This is an optimization exercise on Yosys and OpenROAD, whose aim is small area, a short achievable clock period and few clock cycles per item, not a production implementation.
Only simulation tests tie the RTL to the original design; equivalence was not proved.
Power and IR drop assume default switching activity.

### design/flow/config.mk
export PLATFORM = sky130hd
export DESIGN_NAME = accumulating_pid_controller
export DESIGN_NICKNAME = accumulating_pid_controller
export VERILOG_FILES = /design/flow/design.v
export SDC_FILE = /design/flow/constraint.sdc
export NUM_CORES = 4
export LEC_CHECK = 0
export CAP_MARGIN = 20
export CORE_MARGIN = 2
export CORE_UTILIZATION = 40
export SLEW_MARGIN = 20
### design/flow/constraint.sdc
create_clock -name core_clock -period 13.0 [get_ports {clk}]
set_input_delay 2.6000 -clock core_clock [delete_from_list [all_inputs] [get_ports {clk}]]
set_output_delay 2.6000 -clock core_clock [all_outputs]
set_load 0.01 [all_outputs]
### design/flow/design.v
package apid_pkg;
  localparam int DATA_W    = 32;
  localparam int FRAC_BITS = 16;
  localparam int TIME_W    = 24;
  localparam int OP_W      = 2;
  localparam int CFG_IDX_W = 3;
  localparam int US_PER_S  = 1000000;
  localparam int HALF_US   = US_PER_S / 2;
  localparam int US_W      = 20;
  localparam int DIV_RADIX = 4;
  localparam int DIV_W     = 84;
  localparam int RND_W     = 5;
  localparam int INT_DIV_W = DATA_W + TIME_W;
  localparam int DIV_ROUNDS_I = INT_DIV_W / DIV_RADIX;
  localparam int DIV_ROUNDS_D = DIV_W / DIV_RADIX;
  localparam logic [OP_W-1:0] OP_TARGET = 2'd0;
  localparam logic [OP_W-1:0] OP_MEAS   = 2'd1;
  localparam logic [OP_W-1:0] OP_UPDATE = 2'd2;
  localparam logic [OP_W-1:0] OP_RESET  = 2'd3;
  localparam logic [CFG_IDX_W-1:0] CFG_KP    = 3'd0;
  localparam logic [CFG_IDX_W-1:0] CFG_KI    = 3'd1;
  localparam logic [CFG_IDX_W-1:0] CFG_KD    = 3'd2;
  localparam logic [CFG_IDX_W-1:0] CFG_LIM   = 3'd3;
  localparam logic [CFG_IDX_W-1:0] CFG_FLOOR = 3'd4;
  localparam logic [CFG_IDX_W-1:0] CFG_CEIL  = 3'd5;
  localparam logic [3:0] DP_NONE  = 4'd0;
  localparam logic [3:0] DP_LOAD  = 4'd1;
  localparam logic [3:0] DP_EXEC  = 4'd2;
  localparam logic [3:0] DP_MUL   = 4'd3;
  localparam logic [3:0] DP_PREP  = 4'd4;
  localparam logic [3:0] DP_SCALE = 4'd5;
  localparam logic [3:0] DP_DSUM  = 4'd6;
  localparam logic [3:0] DP_INTEG = 4'd7;
  localparam logic [3:0] DP_IMUL  = 4'd8;
  localparam logic [3:0] DP_IRND  = 4'd9;
  localparam logic [3:0] DP_DRND  = 4'd10;
  localparam logic [3:0] DP_SUM   = 4'd11;
  localparam logic [3:0] DP_CTRL  = 4'd12;
  typedef struct packed {
    logic [OP_W-1:0]          operation;
    logic signed [DATA_W-1:0] value;
    logic signed [DATA_W-1:0] reset_control;
    logic [TIME_W-1:0]        elapsed_us;
  } in_t;
  typedef struct packed {
    logic signed [DATA_W-1:0] control_value;
    logic signed [DATA_W-1:0] control_change;
    logic                     skipped;
  } out_t;
  typedef struct packed {
    logic [3:0] step;
    logic       out_load;
  } cmd_t;
  typedef struct packed {
    logic [OP_W-1:0] op;
    logic            dt_zero;
    logic            div_busy;
  } sts_t;
endpackage
import apid_pkg::*;
module accumulating_pid_controller (
  input  logic                 clk,
  input  logic                 rst_n,
  input  logic                 in_valid,
  output logic                 in_ready,
  input  logic [89:0]          in_data,
  output logic                 out_valid,
  input  logic                 out_ready,
  output logic [64:0]          out_data,
  input  logic                 cfg_valid,
  output logic                 cfg_ready,
  input  logic [CFG_IDX_W-1:0] cfg_index,
  input  logic [DATA_W-1:0]    cfg_data
);
  localparam int NT = 17;    
  localparam int DR = 3;     
  function automatic logic [31:0] mag32(input logic [31:0] x);
    mag32 = x[31] ? (32'd0 - x) : x;
  endfunction
  function automatic logic [31:0] sat_mag(input logic neg, input logic [47:0] m);
    if (neg) begin
      if (m > 48'h0_8000_0000) sat_mag = 32'h8000_0000;
      else sat_mag = 32'd0 - m[31:0];
    end else begin
      if (m > 48'h0_7FFF_FFFF) sat_mag = 32'h7FFF_FFFF;
      else sat_mag = m[31:0];
    end
  endfunction
  function automatic logic [31:0] sat34(input logic [33:0] x);
    if (!x[33] && (x[32] | x[31])) sat34 = 32'h7FFF_FFFF;
    else if (x[33] && !(x[32] & x[31])) sat34 = 32'h8000_0000;
    else sat34 = x[31:0];
  endfunction
  function automatic logic [56:0] divrows(input logic [23:0] r, input logic [32:0] nq,
                                          input logic [23:0] dv);
    logic [24:0] t;
    logic [24:0] df;
    logic [23:0] rr;
    logic [32:0] q;
    rr = r;
    q  = nq;
    for (int k = 0; k < DR; k++) begin
      t  = {rr, q[32]};
      df = t - {1'b0, dv};
      q  = {q[31:0], ~df[24]};
      rr = df[24] ? t[23:0] : df[23:0];
    end
    divrows = {rr, q};
  endfunction
  logic [31:0] kpm, kim, kdm, flo_r, cei_r;
  logic        kps, kis, kds;
  logic [30:0] lim_r;
  assign cfg_ready = 1'b1;
  always_ff @(posedge clk) begin
    if (!rst_n) begin
      kpm <= '0; kps <= 1'b0;
      kim <= '0; kis <= 1'b0;
      kdm <= '0; kds <= 1'b0;
      lim_r <= '0;
      flo_r <= '0;
      cei_r <= '0;
    end else if (cfg_valid) begin
      case (cfg_index)
        3'd0: begin kpm <= mag32(cfg_data); kps <= cfg_data[31]; end
        3'd1: begin kim <= mag32(cfg_data); kis <= cfg_data[31]; end
        3'd2: begin kdm <= mag32(cfg_data); kds <= cfg_data[31]; end
        3'd3: lim_r <= cfg_data[30:0];
        3'd4: flo_r <= cfg_data;
        3'd5: cei_r <= cfg_data;
        default: ;
      endcase
    end
  end
  logic [NT:1] tv, tu, ts;      
  logic        o_valid, k_valid;
  logic [64:0] o_data, k_data;
  logic        adv;
  assign adv = !k_valid;
  logic        v0;
  logic [1:0]  s_op;
  logic [31:0] s_val, s_rc;
  logic [23:0] s_dt;
  logic        s_upd, s_rst, go0, busy;
  assign s_upd    = (s_op == 2'd2) && (s_dt != 24'd0);
  assign s_rst    = (s_op == 2'd3);
  assign busy     = |tv;
  assign go0      = v0 && adv && !(s_upd && tu[1]) && !(s_rst && busy);
  assign in_ready = !v0 || go0;
  always_ff @(posedge clk) begin
    if (!rst_n) v0 <= 1'b0;
    else if (in_valid && in_ready) v0 <= 1'b1;
    else if (go0) v0 <= 1'b0;
  end
  always_ff @(posedge clk) begin
    if (in_valid && in_ready) begin
      s_op  <= in_data[89:88];
      s_val <= in_data[87:56];
      s_rc  <= in_data[55:24];
      s_dt  <= in_data[23:0];
    end
  end
  logic [31:0] target_r, meas_r, err_r, errp_r, acc_r, ctrl_r, chg_r;
  logic [33:0] dif_vm, dif_tv;
  logic [32:0] de;
  assign dif_vm = {{2{s_val[31]}}, s_val} - {{2{meas_r[31]}}, meas_r};
  assign dif_tv = {{2{target_r[31]}}, target_r} - {{2{s_val[31]}}, s_val};
  assign de     = {err_r[31], err_r} - {errp_r[31], errp_r};
  logic [31:0] e1;  logic se1, sd1;  logic [32:0] dd1;  logic [23:0] dt1;  logic [48:0] ql1;
  logic [67:0] w2;  logic [31:0] e2;  logic se2, sd2;  logic [23:0] dt2;
  logic [23:0] r3, r4, r5, r6, r7;
  logic [32:0] nq3, nq4, nq5, nq6, nq7;
  logic        ov3, ov4, ov5, ov6, ov7;
  logic [31:0] e3, e4, e5, e6, e7;
  logic        se3, se4, se5, se6, se7;
  logic        sd3, sd4, sd5, sd6, sd7;
  logic [23:0] dt3, dt4, dt5, dt6, dt7;
  logic [44:0] xl4;            
  logic [49:0] z5;             
  logic [67:0] pa5;            
  logic [31:0] q6;             
  logic        zo6;            
  logic [33:0] as6;            
  logic [31:0] am7;  logic ag7;      
  logic [47:0] il7, pl7;       
  logic [47:0] pr8, ir8;  logic [32:0] q8;  logic ov8, se8, ag8, sd8;
  logic [31:0] p8, i8, d8;
  logic [31:0] chg9;
  logic [48:0] mul1;
  logic [67:0] nprime;
  logic [56:0] div2, div3, div4, div5, div6, div7;
  logic        ovf2;
  logic [44:0] mul4;
  logic [91:0] mag5;
  logic [67:0] pa_n;
  logic [31:0] ims;
  logic [33:0] acc_sum;
  logic        a_gt, a_lt;
  logic [33:0] a_pl;
  logic [33:0] as_neg;
  logic [31:0] acc_new, am_new;
  logic        ag_new;
  logic [47:0] mul7i, mul7p;
  logic [32:0] dm8;
  logic [33:0] sum9;
  logic [31:0] chg_new;
  logic [33:0] cs_sum;
  logic [31:0] s_sat, ctrl_new;
  logic signed [31:0] s_sat_s, cei_s, flo_s;
  assign s_sat_s = s_sat;
  assign cei_s   = cei_r;
  assign flo_s   = flo_r;
  always_comb begin
    mul1 = dd1 * (tu[2] ? kdm[31:16] : kdm[15:0]) + (tu[2] ? {16'd0, ql1[48:16]} : 49'd0);
    begin
      logic [77:0] qx;
      qx = ({14'd0, w2[63:0]} << 14) - ({14'd0, w2[63:0]} << 10) + ({14'd0, w2[63:0]} << 8)
         + ({14'd0, w2[63:0]} << 3) + {14'd0, w2[63:0]};
      nprime = qx[76:9];
    end
    ovf2 = (w2[67:57] != 11'd0) || (w2[56:33] >= dt2);
    div2 = divrows(w2[56:33], w2[32:0], dt2);
    div3 = divrows(r3, nq3, dt3);
    div4 = divrows(r4, nq4, dt4);
    div5 = divrows(r5, nq5, dt5);
    div6 = divrows(r6, nq6, dt6);
    div7 = divrows(r7, nq7, dt7);
    mul4 = e4 * (tu[8] ? dt4[23:12] : dt4[11:0]) + (tu[8] ? {12'd0, xl4[44:12]} : 45'd500000);
    begin
      logic [67:0] zl;
      logic [91:0] zh;
      zl = {23'd0, z5[44:0]};
      zh = {47'd0, z5[44:0]};
      pa_n = (zl << 22) + (zl << 17) - (zl << 15) - (zl << 12) - (zl << 10) - (zl << 5) - (zl << 2);
      mag5 = {24'd0, pa5} + (zh << 45) + (zh << 41) - (zh << 39) + (zh << 36) - (zh << 33)
           - (zh << 28) - (zh << 24);
    end
    if (zo6) ims = se6 ? 32'h8000_0000 : 32'h7FFF_FFFF;
    else if (se6) ims = (q6 > 32'h8000_0000) ? 32'h8000_0000 : q6;
    else ims = (q6 > 32'h7FFF_FFFF) ? 32'h7FFF_FFFF : q6;
    acc_sum = se6 ? ({{2{acc_r[31]}}, acc_r} - {2'd0, ims}) : ({{2{acc_r[31]}}, acc_r} + {2'd0, ims});
    a_gt   = !as6[33] && (as6[32:0] > {2'd0, lim_r});
    a_pl   = as6 + {3'd0, lim_r};
    a_lt   = a_pl[33];
    as_neg = 34'd0 - as6;
    if (a_gt) begin acc_new = {1'b0, lim_r}; am_new = {1'b0, lim_r}; ag_new = 1'b0; end
    else if (a_lt) begin acc_new = 32'd0 - {1'b0, lim_r}; am_new = {1'b0, lim_r}; ag_new = 1'b1; end
    else begin
      acc_new = as6[31:0];
      am_new  = as6[33] ? as_neg[31:0] : as6[31:0];
      ag_new  = as6[33];
    end
    mul7i = am7 * (tu[14] ? kim[31:16] : kim[15:0]) + (tu[14] ? {16'd0, il7[47:16]} : 48'd32768);
    mul7p = e7 * (tu[14] ? kpm[31:16] : kpm[15:0]) + (tu[14] ? {16'd0, pl7[47:16]} : 48'd32768);
    dm8 = ov8 ? 33'h1_0000_0000 : 33'(({1'b0, q8} + 34'd1) >> 1);
    sum9 = {{2{p8[31]}}, p8} + {{2{i8[31]}}, i8} + {{2{d8[31]}}, d8};
    chg_new = sat34(sum9);
    cs_sum = {{2{ctrl_r[31]}}, ctrl_r} + {{2{chg9[31]}}, chg9};
    s_sat  = sat34(cs_sum);
    if (s_sat_s > cei_s) ctrl_new = cei_r;
    else if (s_sat_s < flo_s) ctrl_new = flo_r;
    else ctrl_new = s_sat;
  end
  always_ff @(posedge clk) begin
    if (!rst_n) begin
      tv <= '0;
      tu <= '0;
      ts <= '0;
    end else if (adv) begin
      tv <= {tv[NT-1:1], go0};
      tu <= {tu[NT-1:1], go0 && s_upd};
      ts <= {ts[NT-1:1], (s_op == 2'd2) && (s_dt == 24'd0)};
    end
  end
  always_ff @(posedge clk) begin
    if (!rst_n) begin
      target_r <= '0;
      meas_r   <= '0;
      err_r    <= '0;
      errp_r   <= '0;
      acc_r    <= '0;
      ctrl_r   <= '0;
      chg_r    <= '0;
    end else begin
      if (go0) begin
        case (s_op)
          2'd0: begin
            target_r <= s_val;
            err_r    <= sat34(dif_vm);
            errp_r   <= sat34(dif_vm);
          end
          2'd1: begin
            meas_r <= s_val;
            err_r  <= sat34(dif_tv);
          end
          2'd2: if (s_upd) errp_r <= err_r;
          default: begin
            target_r <= s_val;
            meas_r   <= s_val;
            err_r    <= '0;
            errp_r   <= '0;
            acc_r    <= '0;
            ctrl_r   <= s_rc;
            chg_r    <= '0;
          end
        endcase
      end
      if (adv && tu[12]) acc_r <= acc_new;
      if (adv && tu[17]) begin
        ctrl_r <= ctrl_new;
        chg_r  <= chg9;
      end
    end
  end
  always_ff @(posedge clk) begin
    if (adv) begin
      if (go0 && s_upd) begin
        e1  <= mag32(err_r);
        se1 <= err_r[31];
        dd1 <= de[32] ? (33'd0 - de) : de;
        sd1 <= de[32];
        dt1 <= s_dt;
      end
      if (tu[1]) ql1 <= mul1;
      if (tu[2]) begin
        w2  <= {3'd0, mul1, ql1[15:0]};
        e2  <= e1;  se2 <= se1;  sd2 <= sd1;  dt2 <= dt1;
      end
      if (tu[3]) w2 <= nprime;
      if (tu[4]) begin
        {r3, nq3} <= div2;  ov3 <= ovf2;
        e3 <= e2;  se3 <= se2;  sd3 <= sd2;  dt3 <= dt2;
      end
      if (tu[5]) {r3, nq3} <= div3;
      if (tu[6]) begin
        {r4, nq4} <= div3;  ov4 <= ov3;
        e4 <= e3;  se4 <= se3;  sd4 <= sd3;  dt4 <= dt3;
      end
      if (tu[7]) begin
        {r4, nq4} <= div4;
        xl4 <= mul4;
      end
      if (tu[8]) begin
        {r5, nq5} <= div4;  ov5 <= ov4;
        e5 <= e4;  se5 <= se4;  sd5 <= sd4;  dt5 <= dt4;
        z5 <= {mul4[43:0], xl4[11:6]};
      end
      if (tu[9]) begin
        {r5, nq5} <= div5;
        pa5 <= pa_n;
      end
      if (tu[10]) begin
        {r6, nq6} <= div5;  ov6 <= ov5;
        e6 <= e5;  se6 <= se5;  sd6 <= sd5;  dt6 <= dt5;
        q6  <= mag5[90:59];
        zo6 <= (z5[49:45] != 5'd0);
      end
      if (tu[11]) begin
        {r6, nq6} <= div6;
        as6 <= acc_sum;
      end
      if (tu[12]) begin
        {r7, nq7} <= div6;  ov7 <= ov6;
        e7 <= e6;  se7 <= se6;  sd7 <= sd6;  dt7 <= dt6;
        am7 <= am_new;  ag7 <= ag_new;
      end
      if (tu[13]) begin
        {r7, nq7} <= div7;
        il7 <= mul7i;
        pl7 <= mul7p;
      end
      if (tu[14]) begin
        q8  <= div7[32:0];  ov8 <= ov7;
        pr8 <= mul7p;  ir8 <= mul7i;
        se8 <= se7;  ag8 <= ag7;  sd8 <= sd7;
      end
      if (tu[15]) begin
        p8 <= sat_mag(se8 ^ kps, pr8);
        i8 <= sat_mag(ag8 ^ kis, ir8);
        d8 <= sat_mag(sd8 ^ kds, {15'd0, dm8});
      end
      if (tu[16]) chg9 <= chg_new;
    end
  end
  logic [64:0] res;
  logic        res_v;
  assign res_v = adv && tv[NT];
  assign res   = tu[NT] ? {ctrl_new, chg9, 1'b0}
                        : {(ts[NT] ? 32'd0 : ctrl_r), chg_r, ts[NT]};
  always_ff @(posedge clk) begin
    if (!rst_n) begin
      o_valid <= 1'b0;
      k_valid <= 1'b0;
    end else if (k_valid) begin
      if (out_ready) k_valid <= 1'b0;
    end else if (res_v) begin
      if (o_valid && !out_ready) k_valid <= 1'b1;
      else o_valid <= 1'b1;
    end else if (out_ready) begin
      o_valid <= 1'b0;
    end
  end
  always_ff @(posedge clk) begin
    if (k_valid) begin
      if (out_ready) o_data <= k_data;
    end else if (res_v) begin
      if (o_valid && !out_ready) k_data <= res;
      else o_data <= res;
    end
  end
  assign out_valid = o_valid;
  assign out_data  = o_data;
endmodule
### design/flow/run.sh
#!/bin/bash
# synth_recipe.tcl (not shown) runs the flow's synth.tcl, then flattens the netlist and writes it again
# the make line also repeats each setting of config.mk as NAME=value (left out here)
make -C /OpenROAD-flow-scripts/flow DESIGN_CONFIG=/design/flow/config.mk WORK_HOME=/design/flow/orfs CLKGATE_MAP_FILE= SYNTH_SCRIPT=/design/flow/synth_recipe.tcl finish
==> metrics.md, run 1 <==
| Metric | Value |
|---|---|
| Status | `finished clean` |
| Fin crit share | `0.914` |
| Final setup violation count | `0` |
| Total Routed Length | `a little over 600000 µm` |
| Final hold vios | `0` |
| WL/cell | `roughly 21 µm` |
| Fin nets | `about 26000` |
| Most frequent cells in the layout | `inv_1, nand2_1, fa_1` |
| CP Max Fanout | `26` |
| Antenna viol nets, final | `0` |
| Yosys warnings | `1` |
| Syn nets | `about 26000` |
| Post-CTS Resized | `0` |
| WS Path Type | `flop to flop` |
| Total number of vias | `approximately 160k` |
| Clock slew at the register clock pins of the worst setup and hold paths | `about 0.070 ns` |
| Most used cell, CP | `a21oi_1` |
| TritonCTS clock tree | `built` |
| Clk_skew | `around 0.12 ns` |
| Hold_ws | `0.404 ns` |
| Root Buffer | `clkbuf_16` |
| DRC violations left | `0` |
| RSZ-0062 raised after global routing | `false` |
| Syn Inst Count | `approximately 22000` |
| TritonRoute pass-1 iters | `8` |
| P&R area growth vs syn | `9.38%` |
| WP data required | `approximately 14 ns` |
| H-tree depth | `5` |
| Fillers | `around 50000` |
| Die boundary width | `731 µm` |
| Worst Tran Pin Value | `between 1 and 1.5 ns` |
| GPL Wtd Cong | `~0.94` |
| Slowest stage delay, CP | `0.53 ns` |
| Post-synth EDFFs | `about 1600` |
| I/O Buffers | `196` |
| Critical path capture point type | `flop` |
| DR vias/cell | `about 5.4` |
| Post-synthesis cell type count | `between 90 and 100` |
| Fraction of layout instances using a drive strength above 1 | `0.0623` |
| Row count | `266` |
| Startpoint types | `flop` |
| Largest net degree at the start of global routing | `roughly 160` |
| LEAKAGE | `slightly below 100 nW` |
| Worst hold path type | `flop to flop` |
| VDD IR max | `107 µV` |
| FF+latch count, synth | `roughly 2100` |
| Core area | `around 530000 µm²` |
| Syn Std Cell Area | `between 200000 and 250000 µm²` |
| DRT iter0 DRCs | `approximately 11000` |
| Clock Sinks | `around 2100` |
| Fmax | `0.0841 GHz` |
| Ys flop type | `edfxtp_1` |
| Relative slew slack | `0.129` |
| IO Count | `198` |
| DIE AREA | `534000 µm²` |
| Async SR Flop Fraction | `0` |
| Data arrival, critical path | `12.49 ns` |
| Number of global-route vias before repair | `~160k` |
| Initial antenna violation count | `12` |
| Total grt overflow | `0` |
| Final setup TNS | `0 ns` |
| Synth area leaders | `edfxtp_1, fa_1, ha_1, inv_1, nand2_1` |
| Syn_area_per_cell | `9.74 µm²` |
| Multi-input logic area | `about 140000 µm²` |
| Sequential area share after synthesis | `0.279` |
| HPWL after DPL | `472000 µm` |
| Cts bufs inserted | `around 270` |
| Clk buf depth | `4` |
| Die H | `between 700 and 800 µm` |
| Max-cap violation count | `0` |
| Power Density | `between 80 and 90 nW/µm²` |
| FF+latch area | `58900 µm²` |
| Min Clock Period, post-route | `11.89 ns` |
| Worst-path cell with the longest stage delay | `xor2_4` |
| Leading area contributor after synthesis | `edfxtp_1` |
| Initial core utilization | `0.402` |
| Layout Utilization | `0.440` |
| Area share of the largest cell type after synthesis | `0.234` |
| Commonest non-fill, non-tap cell in the layout | `inv_1` |
| Max Slew Vio Count | `0` |
| Hold buffer count at cts | `0` |
| First-pass GRT wire length | `between 900000 and 1000000 µm` |
| Total track usage | `0.225` |
| Clock Latency Late Sink | `between 1 and 1.5 ns` |
| Postcts setup bufs | `0` |
## layer usage
metal,vias up,wire length (µm),GRT usage
met3,908,33700,0.0285
met1,78005,269000,0.309
met4,4,21000,0.0711
met2,4285,280000,0.369
met5,-,27,0
li1,72897,-,-
## power breakdown
group,total [mW],internal [mW],leakage (nW),switching [mW]
registers,7.62,7.47,18.8,0.154
clock network,7.71,4.48,4.31,3.23
logic,3.64,1.44,73.2,2.20
## registers in the layout, indices dropped and copies added (netlist names), 48 cells and up
name and flops:
z5 50, ir8 48, pa5 66, w2 68
k_data 65, o_data 65, ql1 49, pr8 48
## cell usage after synthesis, drive strengths merged, types with 26 or more instances
library cell / n
a211o: 29
a211oi: 210
a21boi: 51
a21o: 495
a21oi: 1286
a221oi: 43
a22oi: 47
a311oi: 26
a31oi: 167
and2: 377
and3: 101
buf: 48
clkbuf: 757
dfxtp: 472
edfxtp: 1646
fa: 2352
ha: 1719
inv: 3150
mux2: 391
mux2i: 274
nand2: 2627
nand2b: 191
nand3: 236
nand4: 109
nor2: 948
nor2b: 537
nor3: 258
nor4: 54
o211ai: 83
o21a: 171
o21ai: 872
o21bai: 108
o221ai: 34
o311ai: 73
o31a: 30
o31ai: 93
o41ai: 39
or2: 54
or3: 127
or4: 30
xnor2: 639
xor2: 345
## final timing paths
kind / slack [ns] / cells after the start / endpoint / startpoint
setup / recovery: 1.11 / 40 / r5[4]$_DFFE_PP_ / dt4[0]$_DFFE_PP_
hold / removal: 0.40 / 0 / e7[20]$_DFFE_PP_ / e6[20]$_DFFE_PP_
setup reg to reg: 1.11 / 40 / r5[4]$_DFFE_PP_ / dt4[0]$_DFFE_PP_
hold reg to reg: 0.40 / 0 / e7[20]$_DFFE_PP_ / e6[20]$_DFFE_PP_
## stage by stage
| step | cells | area (µm²) | worst slack, ns | power (mW) |
|---|---|---|---|---|
| after floorplan | 21694 | 211000 | 2.20 | 10.3 |
| after global placement | 28372 | 222000 | 1.27 | 11.3 |
| after detailed placement | 28372 | 222000 | 1.11 | 11.4 |
| after CTS | 28853 | 231000 | 1.03 | 19.2 |
| after global routing | 28858 | 231000 | 0.186 | 19.8 |
| final | 28867 | 231000 | 1.11 | 19.0 |
## layout make-up
class | count | share of cell area
timing repair buffer | 518 | 0.0193
clock inverter | 155 | 0.00815
multi-input combinational | 15618 | 0.598
clock buffer | 326 | 0.0306
tap | 6968 | 0.0377
sequential | 2118 | 0.255
antenna | 11 | 0.000119
inverter | 3153 | 0.0513
## worst max-delay path, delay by kind of cell, from the launching register on
| family | cells | cell delay, ns |
|---|---|---|
| AO/OA/AOI/OAI | 22 | 6.10 |
| adder cells (fa/ha/maj) | 4 | 1.36 |
| buffers and inverters | 4 | 0.60 |
| multiplexers | 3 | 1.22 |
| XOR/XNOR | 2 | 0.75 |
| AND/OR/NAND/NOR | 5 | 1.04 |
| flip-flops | 1 | 0.47 |
## kinds of logic after synthesis
family                     count (synthesis)  synth area share
buffers and inverters                   3958            0.0704
adders and majority gates               4077             0.325
DFF                                     2118             0.279
AOI/OAI and AO/OA                       4129             0.124
other                                      1         0.0000177
xor gates and xnor gates                 984            0.0408
muxes                                    665            0.0338
and+or+nand+nor                         5762             0.127
Testbench counts, summed over its fixed seeds: cycles 2,560, items 2,400.
==> inputs of run 2 (changes only) <==
--- a/design/flow/config.mk
+++ b/design/flow/config.mk
@@ -8,4 +8,5 @@
 export CAP_MARGIN = 20
 export CORE_MARGIN = 2
-export CORE_UTILIZATION = 40
+export CORE_UTILIZATION = 50
+export SETUP_SLACK_MARGIN = 5
 export SLEW_MARGIN = 20
==> metrics.md, run 2 <==
| Metric | Value |
|---|---|
| Status | `finished clean` |
| Initial antenna violation count | `19` |
| HPWL after DPL | `464000 µm` |
| DRT iter0 DRCs | `approximately 13000` |
| Fillers | `about 37000` |
| Total number of vias | `around 160k` |
| Area share of the largest cell type after synthesis | `0.234` |
| Sequential area share after synthesis | `0.279` |
| Clock Power Share | `0.389` |
| Initial core utilization | `0.503` |
| Clk_skew | `around 0.11 ns` |
| Worst Path Buf+Inv | `5` |
| Cell Int Power | `between 10 and 15 mW` |
| Post-synthesis cell type count | `97` |
| Max reg flops | `68` |
| LEAKAGE | `roughly 100 nW` |
| Post-synth EDFFs | `between 1500 and 2000` |
| DRC violations left | `0` |
| Multi-input logic area | `~140000 µm²` |
| Most frequent cell after synthesis | `inv_1` |
| Yosys warnings | `1` |
| Met3 GRT Util | `0.0326` |
| Top Usage Layer GRT | `met2` |
| Cts bufs inserted | `around 250` |
| Power Density | `79.0 nW/µm²` |
| Total grt overflow | `0` |
| WS Path Type | `flop to flop` |
| Syn Std Cell Area | `between 200000 and 250000 µm²` |
| Layout Utilization | `0.569` |
| Leading area contributor after synthesis | `edfxtp_1` |
| Relative slew slack | `0.112` |
| CP Max Fanout | `7` |
| Syn_area_per_cell | `just under 10 µm²` |
| Commonest non-fill, non-tap cell in the layout | `inv_1` |
| H-tree depth | `4` |
| Sw Ratio | `0.292` |
| Most frequent cells in the layout | `inv_1, nand2_1, fa_1` |
| Ys flop type | `edfxtp_1` |
| Worst-path cell with the longest stage delay | `o41a_1` |
| RSZ-0062 raised after global routing | `true` |
| Number of global-route vias before repair | `around 160k` |
| Final setup TNS | `0 ns` |
| Sequential share of power | `0.403` |
| Clock Latency Late Sink | `1.00 ns` |
| TritonCTS clock tree | `built` |
| I/O Buffers | `196` |
| Hold_ws | `approximately 0.38 ns` |
| Fin cells | `27961` |
| Most flops, register | `w2` |
| Fmax | `0.0993 GHz` |
| VDD IR max | `between 100 and 150 µV` |
| Row count | `between 200 and 250` |
| Most used cell, CP | `o31a_1` |
| Final setup violation count | `0` |
| Die boundary width | `654 µm` |
| FF+latch area | `a little under 60000 µm²` |
| Dpl cells | `26982` |
| Slowest stage delay, CP | `0.42 ns` |
| Final hold vios | `0` |
| Core area | `~420000 µm²` |
| Total track usage | `0.289` |
| Biggest regs | `w2: 68 flops, pa5: 66 flops` |
| Syn Inst Count | `roughly 22000` |
| TritonRoute pass-1 iters | `6` |
| Top cells by count, synth | `inv_1, nand2_1, fa_1` |
| Critical path capture point type | `flop` |
| Total Routed Length | `~630000 µm` |
| Min Clock Period, post-route | `between 10 and 15 ns` |
| Max Slew Vio Count | `0` |
| DR vias/cell | `roughly 5.7` |
| Worst hold path type | `flop to flop` |
| Antenna viol nets, final | `0` |
| Fraction of layout instances using a drive strength above 1 | `0.105` |
| Startpoint types | `flop` |
| WP data required | `roughly 14 ns` |
| IO Count | `198` |
| Synth area leaders | `edfxtp_1, fa_1, ha_1, inv_1, nand2_1` |
| M1 GR Usage | `0.406` |
| Die H | `about 650 µm` |
| Root Buffer | `clkbuf_16` |
| Comb pwr share | `0.207` |
| Clk buf depth | `4` |
| Fin crit share | `0.775` |
| Data arrival, critical path | `roughly 11 ns` |
| Cell family with the largest share of critical-path delay | `compound AO/OA/AOI/OAI gates` |
| Syn nets | `25895` |
| Reg2Reg Setup Slack | `~2.9 ns` |
| Largest net degree at the start of global routing | `between 90 and 100` |
| Max-cap violation count | `0` |
| Clock slew at the register clock pins of the worst setup and hold paths | `0.07 ns` |
| Worst Tran Pin Value | `1.32 ns` |
| DIE AREA | `428000 µm²` |
| WL/cell | `between 20 and 25 µm` |
| GPL Wtd Cong | `0.929` |
| Met2 Resource Use GR | `0.467` |
| Clock Sinks | `about 2100` |
| First-pass GRT wire length | `approximately 960000 µm` |
| Fin nets | `~26000` |
| Hold buffer count at cts | `0` |
| Switching power | `5.52 mW` |
| FF+latch count, synth | `2118` |
| P&R area growth vs syn | `13.2%` |
| Async SR Flop Fraction | `0` |
run 2: cell counts after synthesis:
Identical to the previous run, type by type.
run 2: cell type report:
| class | count | share of cell area |
|---|---|---|
| multi-input cells | 15639 | 0.598 |
| flip-flops and latches | 2118 | 0.246 |
| inverters | 3153 | 0.0496 |
| repair buffers | 948 | 0.0414 |
| well taps | 5640 | 0.0295 |
| clock buffers | 304 | 0.0275 |
| clock inverters | 147 | 0.00789 |
| diodes | 12 | 0.000126 |
run 2: power by group through the flow:
stage | sequential [mW] | combinational (mW) | clock, mW
after global placement | 7.76 | 3.59 | 0
after CTS | 7.62 | 3.78 | 7.50
after floorplan | 7.67 | 2.66 | 0
after global routing | 7.63 | 4.35 | 7.73
final | 7.62 | 3.92 | 7.36
after detailed placement | 7.76 | 3.63 | 0
run 2: stage by stage:
| stage | worst slack (ns) | power [mW] | instance area (µm²) |
|---|---|---|---|
| after floorplan | 3.56 | 10.3 | 213000 |
| after global placement | 1.70 | 11.4 | 221000 |
| after detailed placement | 1.56 | 11.4 | 221000 |
| after CTS | 3.04 | 18.9 | 236000 |
| after global routing | 2.62 | 19.7 | 239000 |
| final | 2.93 | 18.9 | 239000 |
run 2: what timing repair did:
action | CTS | global route
endpoints found under the setup margin | 384 | 277
gates resized for setup | 617 | 397
pin swaps | 194 | 233
setup buffers | 287 | 161
gates cloned | 42 | 25
run 2: cell families after synthesis:
kind of cell / synth area share
simple gates: 0.127
compound gates: 0.124
fa+ha+maj: 0.325
buf+inv: 0.0704
flops: 0.279
xor+xnor: 0.0408
mux: 0.0338
other cells: 0.0000177
run 2: path summary, 6_finish.rpt:
path / startpoint / end / cells after the start
setup / recovery: nq5[32]$_DFFE_PP_ / r6[16]$_DFFE_PP_ / 41
hold / removal: e6[15]$_DFFE_PP_ / e7[15]$_DFFE_PP_ / 0
hold reg to reg: e6[15]$_DFFE_PP_ / e7[15]$_DFFE_PP_ / 0
setup reg to reg: nq5[32]$_DFFE_PP_ / r6[16]$_DFFE_PP_ / 41
run 2: metal layers:
metal  part of all wire  vias to the layer above
met5           0.000025                        -
met4              0.040                        2
met3              0.064                      946
met2               0.46                     4789
li1                   -                    73766
met1               0.44                    79544

afterwards: timing with drivers on the ports:
The flow's constraints put no driver on any port. The routed layouts listed below were extracted and timed again, unchanged, in two steps. Step 1 assumes that a clkbuf_16 drives the clock port and a buf_2 every other input. Step 2 times the ports against the registers' clock, not the clock port: input delays grow and output delays shrink by t, the midpoint of the rising clock arrivals with the driver on. a / b / c = no drivers / after step 1 / after step 2; a / b = the first two.
| run | t (ns) | slack for setup (ns) | worst setup path at the end | worst slew at a driven data input, ns | cell pins on the clock port's net |
|---|---|---|---|---|---|
| run 1 | 1.049 | 1.112 / 1.112 / 1.112 | register to register | 0.10 | 1 |
| run 2 | 1.072 | 2.930 / 2.930 / 2.930 | register to register | 0.18 | 1 |
After both steps every run listed still meets setup and hold.
